Background: an optimization exercise with open tools, aiming at small area, a short achievable clock period and few clock cycles per item. Do not read the settings as production practice.
Only simulation tests tie the RTL to the original design; equivalence was not proved.

==> 06-13: inputs <==
==> flow/design.v (excerpt) <==
module road_following_hit_assigner_unit (
  input  wire         clk,
  input  wire         rst_n,
  input  wire         in_tvalid,
  output logic        in_tready,
  input  wire  [39:0] in_tdata,    
  input  wire  [0:0]  in_tuser,    
  output logic        out_tvalid,
  input  wire         out_tready,
  output logic [7:0]  out_tdata,   
  output logic [1:0]  out_tuser,   
  input  wire         cfg_valid,
  output logic        cfg_ready,
  input  wire  [34:0] cfg_data     
);
Settings: LEC_CHECK=0, CAP_MARGIN=20, CORE_MARGIN=2, CORE_UTILIZATION=40, SLEW_MARGIN=20; clock period 9.5 ns.
run.sh (not shown) runs the stock make flow with config.mk's settings and CLKGATE_MAP_FILE= SYNTH_SCRIPT=/design/flow/synth_recipe.tcl, a recipe that flattens the netlist after the stock synthesis.
==> 08-09 (differences from 06-13) <==
==> flow/design.v (replaced) <==
`default_nettype none
package rfha_pkg;
  localparam int MAX_TRACKS = 64;
  localparam int COORD_W    = 17;
  localparam int ROAD_W     = 35;
  localparam int OUT_IDX_W  = 6;
  localparam int IDX_W      = $clog2(MAX_TRACKS);
  localparam int CNT_W      = $clog2(MAX_TRACKS + 1);
  localparam int ABS_W      = COORD_W;
  localparam int SQ_W       = 2 * ABS_W;
  localparam int DIST_W     = SQ_W + 1;
  localparam int ROAD_RESET = 6400;
  typedef enum logic [3:0] {
    ST_IDLE  = 4'b0001,
    ST_SCAN  = 4'b0010,
    ST_DRAIN = 4'b0100,
    ST_DEC   = 4'b1000
  } state_t;
  typedef logic signed [COORD_W-1:0] coord_t;
  typedef logic [IDX_W-1:0]          idx_t;
  typedef logic [CNT_W-1:0]          cnt_t;
endpackage
`default_nettype wire
`default_nettype none
module road_following_hit_assigner_unit (
  input  wire         clk,
  input  wire         rst_n,
  input  wire         in_tvalid,
  output logic        in_tready,
  input  wire  [39:0] in_tdata,    
  input  wire  [0:0]  in_tuser,    
  output logic        out_tvalid,
  input  wire         out_tready,
  output logic [7:0]  out_tdata,   
  output logic [1:0]  out_tuser,   
  input  wire         cfg_valid,
  output logic        cfg_ready,
  input  wire  [34:0] cfg_data     
);
  rfha_pkg::state_t state_r, state_nxt;
  logic [rfha_pkg::ROAD_W-1:0] road_r;
  rfha_pkg::cnt_t   open_r, open_nxt;
  rfha_pkg::coord_t hy_r, hz_r;
  rfha_pkg::idx_t   scan_idx_r, scan_idx_nxt;
  logic [2*rfha_pkg::COORD_W-1:0] mem [rfha_pkg::MAX_TRACKS];
  logic [2*rfha_pkg::COORD_W-1:0] mem_q_r;
  logic                           rd_en;
  logic                           wr_en;
  rfha_pkg::idx_t                 wr_addr;
  logic           v0_r;
  rfha_pkg::idx_t idx0_r;
  logic           v1_r;
  rfha_pkg::idx_t idx1_r;
  logic [rfha_pkg::SQ_W-1:0] sqy_r, sqz_r;
  logic                        have_r;
  logic [rfha_pkg::DIST_W-1:0] best_d_r;
  rfha_pkg::idx_t              best_r;
  logic                           out_valid_r;
  logic [rfha_pkg::OUT_IDX_W-1:0] out_idx_r;
  logic                           out_open_r, out_ovf_r;
  logic in_xfer, out_free, dec_fire;
  rfha_pkg::coord_t q_y, q_z;
  logic signed [rfha_pkg::COORD_W:0] dy_s, dz_s;
  logic [rfha_pkg::ABS_W-1:0]        dy_a, dz_a;
  logic [rfha_pkg::DIST_W-1:0]       scan_d;
  logic           need_new, room, dec_opened, dec_ovf;
  rfha_pkg::idx_t dec_idx;
  assign cfg_ready  = 1'b1;
  assign in_tready  = (state_r == rfha_pkg::ST_IDLE);
  assign in_xfer    = in_tvalid && in_tready;
  assign out_free   = !out_valid_r || out_tready;
  assign dec_fire   = (state_r == rfha_pkg::ST_DEC) && out_free;
  assign out_tvalid = out_valid_r;
  assign out_tdata  = {2'b00, out_idx_r};
  assign out_tuser  = {out_ovf_r, out_open_r};
  assign rd_en = (state_r == rfha_pkg::ST_SCAN);
  assign q_y  = mem_q_r[rfha_pkg::COORD_W-1:0];
  assign q_z  = mem_q_r[2*rfha_pkg::COORD_W-1:rfha_pkg::COORD_W];
  assign dy_s = {q_y[rfha_pkg::COORD_W-1], q_y} - {hy_r[rfha_pkg::COORD_W-1], hy_r};
  assign dz_s = {q_z[rfha_pkg::COORD_W-1], q_z} - {hz_r[rfha_pkg::COORD_W-1], hz_r};
  assign dy_a = dy_s[rfha_pkg::COORD_W] ? rfha_pkg::ABS_W'(-dy_s)
                                         : rfha_pkg::ABS_W'(dy_s);
  assign dz_a = dz_s[rfha_pkg::COORD_W] ? rfha_pkg::ABS_W'(-dz_s)
                                         : rfha_pkg::ABS_W'(dz_s);
  assign scan_d = {1'b0, sqy_r} + {1'b0, sqz_r};
  always_comb begin
    need_new   = !have_r || (best_d_r > rfha_pkg::DIST_W'(road_r));
    room       = (open_r != rfha_pkg::CNT_W'(rfha_pkg::MAX_TRACKS));
    dec_idx    = best_r;
    dec_opened = 1'b0;
    dec_ovf    = 1'b0;
    if (need_new) begin
      if (room) begin
        dec_idx    = rfha_pkg::IDX_W'(open_r);
        dec_opened = 1'b1;
      end else begin
        dec_ovf = 1'b1;
      end
    end
  end
  assign wr_en   = dec_fire;
  assign wr_addr = dec_idx;
  always_comb begin
    state_nxt    = state_r;
    open_nxt     = open_r;
    scan_idx_nxt = scan_idx_r;
    case (state_r)
      rfha_pkg::ST_IDLE: begin
        if (in_xfer) begin
          scan_idx_nxt = '0;
          if (in_tuser[0]) begin
            open_nxt  = '0;
            state_nxt = rfha_pkg::ST_DEC;
          end else if (open_r == '0) begin
            state_nxt = rfha_pkg::ST_DEC;
          end else begin
            state_nxt = rfha_pkg::ST_SCAN;
          end
        end
      end
      rfha_pkg::ST_SCAN: begin
        scan_idx_nxt = scan_idx_r + 1'b1;
        if (rfha_pkg::CNT_W'(scan_idx_r) + 1'b1 == open_r) begin
          state_nxt = rfha_pkg::ST_DRAIN;
        end
      end
      rfha_pkg::ST_DRAIN: begin
        if (!v0_r && !v1_r) begin
          state_nxt = rfha_pkg::ST_DEC;
        end
      end
      rfha_pkg::ST_DEC: begin
        if (out_free) begin
          if (dec_opened) begin
            open_nxt = open_r + 1'b1;
          end
          state_nxt = rfha_pkg::ST_IDLE;
        end
      end
      default: state_nxt = rfha_pkg::ST_IDLE;
    endcase
  end
  always_ff @(posedge clk) begin
    if (wr_en) begin
      mem[wr_addr] <= {hz_r, hy_r};
    end
    if (rd_en) begin
      mem_q_r <= mem[scan_idx_r];
    end
  end
  always_ff @(posedge clk) begin
    if (!rst_n) begin
      state_r     <= rfha_pkg::ST_IDLE;
      open_r      <= '0;
      road_r      <= rfha_pkg::ROAD_W'(rfha_pkg::ROAD_RESET);
      v0_r        <= 1'b0;
      v1_r        <= 1'b0;
      have_r      <= 1'b0;
      out_valid_r <= 1'b0;
    end else begin
      state_r <= state_nxt;
      open_r  <= open_nxt;
      v0_r    <= rd_en;
      v1_r    <= v0_r;
      if (cfg_valid && cfg_ready) begin
        road_r <= cfg_data;
      end
      if (in_xfer) begin
        have_r <= 1'b0;
      end else if (v1_r && (!have_r || scan_d < best_d_r)) begin
        have_r <= 1'b1;
      end
      if (dec_fire) begin
        out_valid_r <= 1'b1;
      end else if (out_tready) begin
        out_valid_r <= 1'b0;
      end
    end
  end
  always_ff @(posedge clk) begin
    scan_idx_r <= scan_idx_nxt;
    idx0_r     <= scan_idx_r;
    idx1_r     <= idx0_r;
    sqy_r      <= dy_a * dy_a;
    sqz_r      <= dz_a * dz_a;
    if (in_xfer) begin
      hy_r <= in_tdata[rfha_pkg::COORD_W-1:0];
      hz_r <= in_tdata[2*rfha_pkg::COORD_W-1:rfha_pkg::COORD_W];
    end
    if (v1_r && (!have_r || scan_d < best_d_r)) begin
      best_d_r <= scan_d;
      best_r   <= idx1_r;
    end
    if (dec_fire) begin
      out_idx_r  <= rfha_pkg::OUT_IDX_W'(dec_idx);
      out_open_r <= dec_opened;
      out_ovf_r  <= dec_ovf;
    end
  end
endmodule
`default_nettype wire
==> 08-27 (differences from 06-13) <==
--- a/flow/design.v
+++ b/flow/design.v
@@ -37,75 +37,67 @@
   output logic        cfg_ready,
   input  wire  [34:0] cfg_data     
 );
   rfha_pkg::state_t state_r, state_nxt;
   logic [rfha_pkg::ROAD_W-1:0] road_r;
   rfha_pkg::cnt_t   open_r, open_nxt;
   rfha_pkg::coord_t hy_r, hz_r;
-  logic [rfha_pkg::IDX_W-2:0] scan_idx_r, scan_idx_nxt;    
+  logic [rfha_pkg::IDX_W-3:0] scan_idx_r, scan_idx_nxt;    
   logic [2*rfha_pkg::COORD_W-1:0] mem [rfha_pkg::MAX_TRACKS];
-  logic [2*rfha_pkg::COORD_W-1:0] mem_q_r, mem_q1_r;
+  logic [3:0][2*rfha_pkg::COORD_W-1:0] mq_r;
   logic                           rd_en;
   logic                           wr_en;
   rfha_pkg::idx_t                 wr_addr;
-  logic           v0_r, ok0_r;
-  logic [rfha_pkg::IDX_W-2:0] idx0_r;
-  logic           v1_r, ok1_r;
-  logic [rfha_pkg::IDX_W-2:0] idx1_r;
-  logic [rfha_pkg::SQ_W-1:0] sqy_r, sqz_r, sqy1_r, sqz1_r;
-  logic           v2_r, ok2_r;
-  logic [rfha_pkg::IDX_W-2:0] idx2_r;
-  logic [rfha_pkg::DIST_W-1:0] d0_r, d1_r;
+  logic           v0_r, v1_r, v2_r;
+  logic [3:0]     ok0_r, ok1_r, ok2_r;
+  logic [rfha_pkg::IDX_W-3:0] idx0_r, idx1_r, idx2_r;
+  logic [3:0][rfha_pkg::SQ_W-1:0] sqy_r, sqz_r;
+  logic [3:0][rfha_pkg::DIST_W-1:0] d_r;
   logic [rfha_pkg::DIST_W-1:0] pm_d;
   rfha_pkg::idx_t              pm_i;
   logic                        have_r;
   logic [rfha_pkg::DIST_W-1:0] best_d_r;
   rfha_pkg::idx_t              best_r;
   logic                           out_valid_r;
   logic [rfha_pkg::OUT_IDX_W-1:0] out_idx_r;
   logic                           out_open_r, out_ovf_r;
   logic in_xfer, out_free, dec_fire;
-  rfha_pkg::coord_t q_y, q_z, q1_y, q1_z;
-  logic signed [rfha_pkg::COORD_W:0] dy_s, dz_s, dy1_s, dz1_s;
-  logic [rfha_pkg::ABS_W-1:0]        dy_a, dz_a, dy1_a, dz1_a;
+  rfha_pkg::coord_t q_y, q_z;
+  logic signed [rfha_pkg::COORD_W:0] dy_s, dz_s;
+  logic [3:0][rfha_pkg::ABS_W-1:0]   ay, az;
   logic [rfha_pkg::DIST_W-1:0]       scan_d;
   logic           need_new, room, dec_opened, dec_ovf;
   rfha_pkg::idx_t dec_idx;
   assign cfg_ready  = 1'b1;
   assign in_tready  = (state_r == rfha_pkg::ST_IDLE);
   assign in_xfer    = in_tvalid && in_tready;
   assign out_free   = !out_valid_r || out_tready;
   assign dec_fire   = (state_r == rfha_pkg::ST_DEC) && out_free;
   assign out_tvalid = out_valid_r;
   assign out_tdata  = {2'b00, out_idx_r};
   assign out_tuser  = {out_ovf_r, out_open_r};
   assign rd_en = (state_r == rfha_pkg::ST_SCAN);
-  assign q_y  = mem_q_r[rfha_pkg::COORD_W-1:0];
-  assign q_z  = mem_q_r[2*rfha_pkg::COORD_W-1:rfha_pkg::COORD_W];
-  assign dy_s = {q_y[rfha_pkg::COORD_W-1], q_y} - {hy_r[rfha_pkg::COORD_W-1], hy_r};
-  assign dz_s = {q_z[rfha_pkg::COORD_W-1], q_z} - {hz_r[rfha_pkg::COORD_W-1], hz_r};
-  assign dy_a = dy_s[rfha_pkg::COORD_W] ? rfha_pkg::ABS_W'(-dy_s)
-                                         : rfha_pkg::ABS_W'(dy_s);
-  assign dz_a = dz_s[rfha_pkg::COORD_W] ? rfha_pkg::ABS_W'(-dz_s)
-                                         : rfha_pkg::ABS_W'(dz_s);
-  assign q1_y  = mem_q1_r[rfha_pkg::COORD_W-1:0];
-  assign q1_z  = mem_q1_r[2*rfha_pkg::COORD_W-1:rfha_pkg::COORD_W];
-  assign dy1_s = {q1_y[rfha_pkg::COORD_W-1], q1_y} - {hy_r[rfha_pkg::COORD_W-1], hy_r};
-  assign dz1_s = {q1_z[rfha_pkg::COORD_W-1], q1_z} - {hz_r[rfha_pkg::COORD_W-1], hz_r};
-  assign dy1_a = dy1_s[rfha_pkg::COORD_W] ? rfha_pkg::ABS_W'(-dy1_s)
-                                           : rfha_pkg::ABS_W'(dy1_s);
-  assign dz1_a = dz1_s[rfha_pkg::COORD_W] ? rfha_pkg::ABS_W'(-dz1_s)
-                                           : rfha_pkg::ABS_W'(dz1_s);
-  always_comb begin
-    if (ok2_r && d1_r < d0_r) begin
-      pm_d = d1_r;
-      pm_i = {idx2_r, 1'b1};
-    end else begin
-      pm_d = d0_r;
-      pm_i = {idx2_r, 1'b0};
+  always_comb begin
+    for (int k = 0; k < 4; k++) begin
+      q_y  = mq_r[k][rfha_pkg::COORD_W-1:0];
+      q_z  = mq_r[k][2*rfha_pkg::COORD_W-1:rfha_pkg::COORD_W];
+      dy_s = {q_y[rfha_pkg::COORD_W-1], q_y} - {hy_r[rfha_pkg::COORD_W-1], hy_r};
+      dz_s = {q_z[rfha_pkg::COORD_W-1], q_z} - {hz_r[rfha_pkg::COORD_W-1], hz_r};
+      ay[k] = dy_s[rfha_pkg::COORD_W] ? rfha_pkg::ABS_W'(-dy_s) : rfha_pkg::ABS_W'(dy_s);
+      az[k] = dz_s[rfha_pkg::COORD_W] ? rfha_pkg::ABS_W'(-dz_s) : rfha_pkg::ABS_W'(dz_s);
+    end
+  end
+  always_comb begin
+    pm_d = d_r[0];
+    pm_i = {idx2_r, 2'd0};
+    for (int k = 1; k < 4; k++) begin
+      if (ok2_r[k] && d_r[k] < pm_d) begin
+        pm_d = d_r[k];
+        pm_i = {idx2_r, 2'(k)};
+      end
     end
   end
   assign scan_d = pm_d;
   always_comb begin
     need_new   = !have_r || (best_d_r > rfha_pkg::DIST_W'(road_r));
     room       = (open_r != rfha_pkg::CNT_W'(rfha_pkg::MAX_TRACKS));
     dec_idx    = best_r;
@@ -138,15 +130,15 @@
           end else begin
             state_nxt = rfha_pkg::ST_SCAN;
           end
         end
       end
       rfha_pkg::ST_SCAN: begin
         scan_idx_nxt = scan_idx_r + 1'b1;
-        if ({1'b0, scan_idx_r, 1'b0} + 2'd2 >= open_r) begin
+        if ({1'b0, scan_idx_r, 2'b00} + 3'd4 >= open_r) begin
           state_nxt = rfha_pkg::ST_DRAIN;
         end
       end
       rfha_pkg::ST_DRAIN: begin
         if (!v0_r && !v1_r && !v2_r) begin
           state_nxt = rfha_pkg::ST_DEC;
         end
@@ -163,16 +155,15 @@
     endcase
   end
   always_ff @(posedge clk) begin
     if (wr_en) begin
       mem[wr_addr] <= {hz_r, hy_r};
     end
     if (rd_en) begin
-      mem_q_r  <= mem[{scan_idx_r, 1'b0}];
-      mem_q1_r <= mem[{scan_idx_r, 1'b1}];
+      for (int k = 0; k < 4; k++) mq_r[k] <= mem[{scan_idx_r, 2'(k)}];
     end
   end
   always_ff @(posedge clk) begin
     if (!rst_n) begin
       state_r     <= rfha_pkg::ST_IDLE;
       open_r      <= '0;
       road_r      <= rfha_pkg::ROAD_W'(rfha_pkg::ROAD_RESET);
@@ -201,25 +192,24 @@
         out_valid_r <= 1'b0;
       end
     end
   end
   always_ff @(posedge clk) begin
     scan_idx_r <= scan_idx_nxt;
     idx0_r     <= scan_idx_r;
-    ok0_r      <= ({1'b0, scan_idx_r, 1'b1} < open_r);
     idx1_r     <= idx0_r;
+    idx2_r     <= idx1_r;
     ok1_r      <= ok0_r;
-    sqy_r      <= dy_a * dy_a;
-    sqz_r      <= dz_a * dz_a;
-    sqy1_r     <= dy1_a * dy1_a;
-    sqz1_r     <= dz1_a * dz1_a;
-    idx2_r     <= idx1_r;
     ok2_r      <= ok1_r;
-    d0_r       <= {1'b0, sqy_r} + {1'b0, sqz_r};
-    d1_r       <= {1'b0, sqy1_r} + {1'b0, sqz1_r};
+    for (int k = 0; k < 4; k++) begin
+      ok0_r[k]  <= ({1'b0, scan_idx_r, 2'(k)} < open_r);
+      sqy_r[k]  <= ay[k] * ay[k];
+      sqz_r[k]  <= az[k] * az[k];
+      d_r[k]    <= {1'b0, sqy_r[k]} + {1'b0, sqz_r[k]};
+    end
     if (in_xfer) begin
       hy_r <= in_tdata[rfha_pkg::COORD_W-1:0];
       hz_r <= in_tdata[2*rfha_pkg::COORD_W-1:rfha_pkg::COORD_W];
     end
     if (v2_r && (!have_r || scan_d < best_d_r)) begin
       best_d_r <= scan_d;
       best_r   <= pm_i;
==> qor summary <==
Worst Skew: 06-13 133 ps; 08-27 63.4 ps; 08-09 122 ps
Met1 usage: 06-13 27.6%; 08-27 29.1%; 08-09 27.0%
Later-pin clock latency in the skew report: 06-13 930 ps; 08-27 920 ps; 08-09 940 ps
Number of buffers added by the clock tree synthesis step: 06-13 280; 08-27 302; 08-09 249
Relative area of non-clock buffer cells in the final design: 06-13 2.62%; 08-27 6.48%; 08-09 2.60%
Achievable clock frequency: 06-13 109 MHz; 08-27 104 MHz; 08-09 109 MHz
Shortest period the worst path allows: 06-13 9140 ps; 08-27 9570 ps; 08-09 9130 ps
Seq Cell Count: 06-13 2603; 08-27 2875; 08-09 2427
Part of the cycle the worst path needs: 06-13 96.2%; 08-27 101%; 08-09 96.1%
Height of the chip: 06-13 588 microns; 08-27 681 microns; 08-09 533 microns
Sequential cell area: 06-13 75500 sq um; 08-27 81600 sq um; 08-09 71600 sq um
Final routed wire length divided by cell count: 06-13 25.0 microns; 08-27 21.9 microns; 08-09 27.2 microns
Number of clock buffers in the layout: 06-13 354; 08-27 390; 08-09 300
Fraction of standard cell area that is sequential: 06-13 48.6%; 08-27 37.8%; 08-09 56.0%
Reg2Reg Setup Slack: 06-13 360 ps; 08-27 -70 ps; 08-09 370 ps
Reg-to-reg startpoint: 06-13 hz_r[9]; 08-27 d_r[24]; 08-09 hy_r[4]
Count of standard-cell rows: 06-13 214; 08-27 248; 08-09 194
RD Place Congestion: 06-13 0.899; 08-27 0.908; 08-09 0.868
Synthesized instance count: 06-13 8962; 08-27 14200; 08-09 6289
Flop and latch count out of synthesis: 06-13 2603; 08-27 2875; 08-09 2427
Status: 06-13 no timing/DRC/antenna violations; 08-27 failed layout checks; 08-09 no timing/DRC/antenna violations
Reasons for failing layout checks: 06-13 -; 08-27 setup timing; 08-09 -
Critical path's most frequent cell: 06-13 inv_1; 08-27 a21o_1; 08-09 fa_1
Area growth from synthesis to final layout: 06-13 14.0%; 08-27 17.8%; 08-09 14.3%
Number of antenna violations at the first check in global routing: 06-13 13; 08-27 20; 08-09 18
Testbench counts of 06-13, summed over its fixed seeds: cycles 415,968, items 13,202.
Testbench counts of 08-09, summed over its fixed seeds: cycles 735,480, items 13,202.
Testbench counts of 08-27, summed over its fixed seeds: cycles 249,495, items 13,202.

## what the ideal ports hide
In the flow no input, the clock included, has a driving cell. The finished layouts below were timed again as built, in two steps. Step 1 (the two cells are an assumption about what drives the block):
set clk [get_ports {clk}]
set_driving_cell -lib_cell sky130_fd_sc_hd__clkbuf_16 $clk
set_driving_cell -lib_cell sky130_fd_sc_hd__buf_2 [delete_from_list [all_inputs] $clk]
Step 2 also shifts input and output timing later by t, the mid clock arrival at the registers, as if the neighbouring blocks saw the same clock. Three values: ideal ports, drivers, drivers and shift; two values: the first two.
| run | shift t [ns] | setup slack, ns | worst hold slack (ns) | cell pins on the clock port's net |
|---|---|---|---|---|
| 06-13 | 0.966 | 0.361 / 0.361 / 0.361 | 0.288 / 0.288 / 0.288 | 1 |
| 08-09 | 0.970 | 0.366 / 0.366 / 0.366 | 0.327 / 0.327 / 0.327 | 1 |
| 08-27 | 0.994 | -0.074 / -0.074 / -0.074 | 0.326 / 0.326 / 0.326 | 1 |
